Background: an optimization exercise with open tools, aiming at a short achievable clock period and few clock cycles. Do not read the settings as production practice.
In this exercise RTL edits were held to simulation tests only and were not proved equivalent to the original.
Power is estimated from default activity; no workload was simulated.

## v6
## ooo_top
module ooo_top (
  input  logic        clock,
  input  logic        reset,
  input  logic        dispatch_valid,
  input  logic [2:0]  dispatch_kind,
  input  logic [2:0]  dispatch_dest,
  input  logic [2:0]  dispatch_src_a,
  input  logic [2:0]  dispatch_src_b,
  input  logic        dispatch_use_imm,
  input  logic [31:0] dispatch_imm,
  output logic        dispatch_ready,
  output logic        commit_valid,
  output logic [2:0]  commit_dest,
  output logic [31:0] commit_value
);
Size: about 8700 cells after synthesis, ~1300 flip-flops, ~77000 µm² of cells after synthesis.
clock: 11.0 ns
lec_check: 0
cap_margin: 40
cell_pad_in_sites_detail_placement: 1
cell_pad_in_sites_global_placement: 2
core_margin: 2
core_utilization: 40
gpl_timing_driven: 1
place_density: 0.55
slew_margin: 50
standard.sh (not shown) runs the stock make flow with config.mk's settings and CLKGATE_MAP_FILE= SYNTH_SCRIPT=/design/flow/synth_recipe.tcl, a recipe that flattens the netlist after the stock synthesis.
==> flow/flow/run.sh <==
#!/bin/bash
set -euo pipefail
bash standard.sh SETUP_SLACK_MARGIN=7.5 finish > standard_flow.log 2>&1
Testbench counts of v6, summed over its fixed seeds: cycles 4,948.
#### Input delta (v7 over v6)
diff --git a/flow/design.v b/flow/design.v
--- a/flow/design.v
+++ b/flow/design.v
@@ -2289,15 +2289,14 @@
   sel_t        st_e2a;
   sel_t        st_e2b;
   sel_t        st_e3a;
   sel_t        st_e3b;
   logic [31:0] pa2;
   logic [31:0] pb2;
   logic [31:0] st_val;
-  logic [31:0] st_w;
   logic        s3_v;
   logic        s3_e;
   logic        s3_l1;
   logic        s3_x;
   logic        s3_mul;
   logic        s3_live;
   logic [3:0]  s3_k;
@@ -2305,23 +2304,21 @@
   logic [7:0]  s3_dest_oh;
   sel_t        s3_e3a;
   sel_t        s3_e3b;
   logic [31:0] pa3;
   logic [31:0] pb3;
   logic [31:0] s3_val;
   logic [31:0] r2_val;
-  logic [31:0] r2_w;
   logic        s4_v;
   logic        s4_x;
   logic        s4_live;
   logic [2:0]  s4_dest;
   logic [7:0]  s4_dest_oh;
   logic [31:0] s4_val;
   logic [31:0] r3_val;
-  logic [31:0] r3_w;
   logic        c_v;
   logic [2:0]  c_dest;
   logic [31:0] c_val;
   logic        stall;
   logic        issue;
   logic        ir_free;
   logic        iss_e;
@@ -2511,35 +2508,35 @@
     end else begin
       we1 <= iss_e ? ir.dest_oh : 8'd0;
       we2 <= (st_v && st_l1) ? st_dest_oh : 8'd0;
       we3 <= (s3_v && s3_x && s3_live) ? s3_dest_oh : 8'd0;
     end
   end
   function automatic logic [31:0] upda(input logic [31:0] x, input logic [2:0] src);
-    upda = we1[src] ? st_w : we2[src] ? r2_w : we3[src] ? r3_w : x;
+    upda = we1[src] ? st_val : we2[src] ? r2_val : we3[src] ? r3_val : x;
   endfunction
   function automatic logic [31:0] updb(input logic [31:0] x, input logic [2:0] src,
                                        input logic use_imm, input logic sub);
     if (use_imm) begin
       updb = x;
     end else begin
-      updb = we1[src] ? st_w ^ {32{sub}} : we2[src] ? r2_w ^ {32{sub}}
-           : we3[src] ? r3_w ^ {32{sub}} : x;
+      updb = we1[src] ? st_val ^ {32{sub}} : we2[src] ? r2_val ^ {32{sub}}
+           : we3[src] ? r3_val ^ {32{sub}} : x;
     end
   endfunction
   always_comb begin
     for (int r = 0; r < 8; r++) begin
       if (reset_q) begin
         rf_nx[r] = '0;
       end else if (we1[r]) begin
-        rf_nx[r] = st_w;
+        rf_nx[r] = st_val;
       end else if (we2[r]) begin
-        rf_nx[r] = r2_w;
+        rf_nx[r] = r2_val;
       end else if (we3[r]) begin
-        rf_nx[r] = r3_w;
+        rf_nx[r] = r3_val;
       end else begin
         rf_nx[r] = rf[r];
       end
     end
   end
   always_ff @(posedge clock) begin
     for (int r = 0; r < 8; r++) begin
@@ -2610,35 +2607,32 @@
     st_use_imm <= ir.use_imm;
     st_imm     <= ir.imm;
     st_e2a     <= e2a;
     st_e2b     <= e2b;
     st_e3a     <= e3a;
     st_e3b     <= e3b;
     st_val     <= alu_res;
-    st_w       <= iss_e ? alu_res : 32'd0;
     s3_e       <= st_e;
     s3_l1      <= st_l1;
     s3_x       <= st_x;
     s3_mul     <= st_x && !st_l2;
     s3_live    <= !(issue && ir.dest == st_dest);
     s3_k       <= st_k;
     s3_dest    <= st_dest;
     s3_dest_oh <= st_dest_oh;
     s3_e3a     <= st_e3a;
     s3_e3b     <= st_e3b;
-    s3_val     <= st_w;
+    s3_val     <= st_val;
     r2_val     <= l1_res;
-    r2_w       <= st_l1 ? l1_res : 32'd0;
     s4_x       <= s3_x;
     s4_live    <= s3_live;
     s4_dest    <= s3_dest;
     s4_dest_oh <= s3_dest_oh;
-    s4_val     <= s3_e ? s3_val : r2_w;
+    s4_val     <= s3_e ? s3_val : r2_val;
     r3_val     <= s3_mul ? prod : l2_res;
-    r3_w       <= s3_x ? (s3_mul ? prod : l2_res) : 32'd0;
     c_dest     <= s4_dest;
-    c_val      <= s4_x ? r3_w : s4_val;
+    c_val      <= s4_x ? r3_val : s4_val;
   end
   assign commit_valid = c_v;
   assign commit_dest  = c_dest;
   assign commit_value = c_val;
 endmodule
--- outcome ---
- v7 completed; timing, DRC and antenna clean
- Power: v7 draws more than v6
- The clock-pin slew on the worst setup and hold paths of v6 and that of v7 are within noise of each other.
- Comparing v6 and v7, utilization is lower on v7.
- Sort v6 and v7 by number of inserted filler cells in the final layout asc -> top: v7
- The sequential cell count in v7 is 0.927 times that in v6.
- Relative to v6, the flip-flop and latch power of v7 is lower by 9.0%.
- From v6 to v7 the numbers moved as follows: total routed wirelength held steady; critical path depth +2; floorplan die height saw a decrease; detailed router's first-iteration violation count went up 184; wire length of the first global-routing pass decreased about 0.7%.
- Cell with the largest stage delay on the worst path = sky130_fd_sc_hd__or4b_4: v6; cell with the largest stage delay on the worst path = sky130_fd_sc_hd__o41a_1: v7
- Re number of sinks driven by the clock tree: v7 is 7.3% down on v6.
Testbench counts of v7, summed over its fixed seeds: cycles 4,948.

## afterwards: timing with drivers on the ports
In the flow no input, the clock included, has a driving cell. The finished layouts below were timed again as built, in two steps.
Step 1, drivers: a clkbuf_16 drives clock and a buf_2 each remaining input, both assumed.
Step 2 adds t to the input delays and takes it off the output delays; t is the mean of the earliest and latest rising clock arrival at the registers after step 1. Input paths then give back, and output paths get back, about the clock's delay inside the block.
Slacks: no drivers / after step 1 / after step 2; pairs: no drivers / after step 1.
run | t, ns | slack for setup (ns) | worst register clock-pin slew, ns | worst data-port slew with drivers (ns)
v6 | 0.934 | 7.227 / 7.227 / 7.088 | 0.07 / 0.07 | 0.07
v7 | 0.928 | 7.418 / 7.418 / 6.954 | 0.07 / 0.07 | 0.07
After both steps every run listed still meets setup and hold. The setup slack of v7, which loses most, moves by 0.000 ns with the drivers and by -0.464 ns with both steps.
